Context: an optimization exercise on an open-source flow, tuned for small area. The choices shown serve that exercise and are no tape-out recipe. In this exercise RTL edits were held to simulation tests only and were not proved equivalent to the original. Power is estimated from default activity; no workload was simulated.

==> v28 <==
## sram_puf_enrollment_core
module sram_puf_enrollment_core (
    input  logic         clk,
    input  logic         rst_n,
    input  logic         start,
    output logic         busy,
    input  logic [14:0]  item_word,
    output logic [28:0]  result_word,
    output logic         result_strobe,
    input  logic         psel,
    input  logic         penable,
    input  logic         pwrite,
    input  logic [2:0]   paddr,
    input  logic [31:0]  pwdata,
    output logic [31:0]  prdata,
    output logic         pready
);
    localparam int ROWS = spe_pkg::WINDOW_BYTES;
    localparam int CW   = spe_pkg::LANES * spe_pkg::CNT_W;    
    localparam int RW   = CW + 8;                             
    assign pready = 1'b1;
    assign busy   = 1'b0;
    logic [spe_pkg::TOTAL_W-1:0] total_reg, total_next;
    logic [spe_pkg::TOL_W-1:0]   tol_reg, tol_next;
    logic [24:0]                 prod_reg;
    logic                        cfg_wr;
    assign cfg_wr = psel && penable && pwrite;
    always_comb
    begin
        total_next = total_reg;
        tol_next   = tol_reg;
        if (cfg_wr)
        begin
            if (paddr[2])
                tol_next = pwdata[spe_pkg::TOL_W-1:0];
            else
                total_next = pwdata[spe_pkg::TOTAL_W-1:0];
        end
    end
    always_ff @(posedge clk or negedge rst_n)
    begin
        if (!rst_n)
        begin
            total_reg <= spe_pkg::TOTAL_RST;
            tol_reg   <= spe_pkg::TOL_RST;
            prod_reg  <= 25'(spe_pkg::TOTAL_RST) * 25'(spe_pkg::TOL_RST);
        end
        else
        begin
            total_reg <= total_next;
            tol_reg   <= tol_next;
            prod_reg  <= 25'(tol_next) * 25'(total_next);
        end
    end
    assign prdata = paddr[2] ? 32'(tol_reg) : 32'(total_reg);
    logic [spe_pkg::CNT_W-1:0] thr_hi, thr_lo;
    spe_merge u_thr (
  ...
==> flow/config.mk <==
export PLATFORM = sky130hd
export DESIGN_NAME = sram_puf_enrollment_core
export DESIGN_NICKNAME = sram_puf_enrollment_core
export VERILOG_FILES = /design/flow/design.v
export SDC_FILE = /design/flow/constraint.sdc
export NUM_CORES = 4
export LEC_CHECK = 0
export CAP_MARGIN = 20
export CELL_PAD_IN_SITES_DETAIL_PLACEMENT = 1
export CELL_PAD_IN_SITES_GLOBAL_PLACEMENT = 1
export CORE_MARGIN = 2
export CORE_UTILIZATION = 35
export PLACE_DENSITY = 0.5
export SLEW_MARGIN = 20
export CTS_ARGS = -sink_clustering_enable -repair_clock_nets -dont_use_dummy_load -sink_clustering_size 30 -sink_clustering_max_diameter 45
export BUFFER_PORTS_ARGS = -buffer_cell sky130_fd_sc_hd__buf_1
==> flow/constraint.sdc <==
create_clock -name core_clock -period 10.0 [get_ports {clk}]
set_input_delay 2.0000 -clock core_clock [delete_from_list [all_inputs] [get_ports {clk}]]
set_output_delay 2.0000 -clock core_clock [all_outputs]
set_load 0.01 [all_outputs]
standard.sh (not shown) runs the stock make flow with config.mk's settings and CLKGATE_MAP_FILE= SYNTH_SCRIPT=/design/flow/synth_recipe.tcl, a recipe that flattens the netlist after the stock synthesis.
==> flow/flow/run.sh <==
#!/bin/bash
# The standard layout (standard.sh) with two changes:
#  - clock tree synthesis runs without dummy loads and with small sink
#    clusters;
#  - the port buffers are the library's smallest buffer.
cd "$(dirname "$0")/.."
CTS_ARGS="-sink_clustering_enable -repair_clock_nets -dont_use_dummy_load -sink_clustering_size 30 -sink_clustering_max_diameter 45"
BUFFER_PORTS_ARGS="-buffer_cell sky130_fd_sc_hd__buf_1"
export CTS_ARGS BUFFER_PORTS_ARGS
{
    echo "export CTS_ARGS = $CTS_ARGS"
    echo "export BUFFER_PORTS_ARGS = $BUFFER_PORTS_ARGS"
} >> config.mk
cp standard.sh standard_sh.log
bash standard.sh > standard.log 2>&1
status=$?
echo "standard.sh exit $status"
exit $status
==> v37: changes against v28 <==
==> flow/flow/run.sh (replaced) <==
#!/bin/bash
# The standard layout (standard.sh) with two changes:
#  - clock tree synthesis runs without dummy loads (sink clusters as
#    the standard flow sizes them);
#  - the port buffers are the library's smallest buffer.
cd "$(dirname "$0")/.."
CTS_ARGS="-sink_clustering_enable -repair_clock_nets -dont_use_dummy_load"
BUFFER_PORTS_ARGS="-buffer_cell sky130_fd_sc_hd__buf_1"
export CTS_ARGS BUFFER_PORTS_ARGS
{
    echo "export CTS_ARGS = $CTS_ARGS"
    echo "export BUFFER_PORTS_ARGS = $BUFFER_PORTS_ARGS"
} >> config.mk
cp standard.sh standard_sh.log
bash standard.sh > standard.log 2>&1
status=$?
echo "standard.sh exit $status"
exit $status
--- a/flow/config.mk
+++ b/flow/config.mk
@@ -12,5 +12,5 @@
 export CORE_UTILIZATION = 35
 export PLACE_DENSITY = 0.5
 export SLEW_MARGIN = 20
-export CTS_ARGS = -sink_clustering_enable -repair_clock_nets -dont_use_dummy_load -sink_clustering_size 30 -sink_clustering_max_diameter 45
+export CTS_ARGS = -sink_clustering_enable -repair_clock_nets -dont_use_dummy_load
 export BUFFER_PORTS_ARGS = -buffer_cell sky130_fd_sc_hd__buf_1
==> comparison table <==
|  | v37 | v28 |
|---|---|---|
| WP data arrival | 10.46 ns | 10.44 ns |
| Share of final layout cell area taken by non-clock buffers | 0.0382 | 0.0378 |
| Met2 Use GR | 0.686 | 0.679 |
| Outcome | no timing/DRC/antenna violations | no timing/DRC/antenna violations |
| Switching power as a share of total power | 0.461 | 0.453 |
| Number of nets in the layout | 19.4k | 19.5k |
| Post-layout util | 0.397 | 0.402 |
| Relative area change from synthesis to final layout | 13.1% | 14.5% |
| Total net switching power | 0.0353 W | 0.0356 W |
| Fraction of area in multi-input gates | 0.394 | 0.389 |
| Share of power burned in registers | 0.241 | 0.235 |
| Post-route worst hold slack | 0.353 ns | 0.358 ns |
| R2R Setup Slk | 0.44 ns | 0.46 ns |
| Initial antenna violation count | 158 | 153 |
| Average wire per standard cell | 44.5 µm | 44.3 µm |
| Portion of the clock cycle consumed by the worst path in the final layout | 0.956 | 0.954 |
| Proportion of layout cells with a drive suffix above 1 | 0.0926 | 0.0973 |
| VDD IR max | 1920 µV | 1920 µV |
| Number of non-clock buffers | 893 | 894 |
| Leakage component of the power | 73.1 nW | 74.3 nW |
| Cell internal power dissipation | 0.0413 W | 0.0430 W |
| Total routing usage reported by global routing | 0.435 | 0.435 |
| Largest clock skew in the final design | 0.117 ns | 0.133 ns |
| Fraction of area in registers | 0.452 | 0.446 |
| Actual slew at the worst max-slew pin | 1.34 ns | 1.30 ns |

-- re-timing with driven ports --
In the flow no input, the clock included, has a driving cell. The finished layouts below were timed again as built, in two steps. Step 1, drivers: a clkbuf_16 drives clk and a buf_2 each remaining input, both assumed. Step 2 times the ports against the registers' clock, not the clock port: input delays grow and output delays shrink by t, the midpoint of the rising clock arrivals with the driver on. Slacks: no drivers / after step 1 / after step 2; pairs: no drivers / after step 1.
run | t (ns) | setup WS [ns] | hold slack, ns | slew at the worst register clock pin (ns) | pins driven straight from the clock port
v28 | 1.200 | 0.463 / 0.463 / 0.463 | 0.358 / 0.358 / 0.358 | 0.07 / 0.07 | 1
v37 | 1.194 | 0.443 / 0.443 / 0.443 | 0.353 / 0.353 / 0.353 | 0.07 / 0.07 | 1
After both steps setup and hold are still met in every run listed.
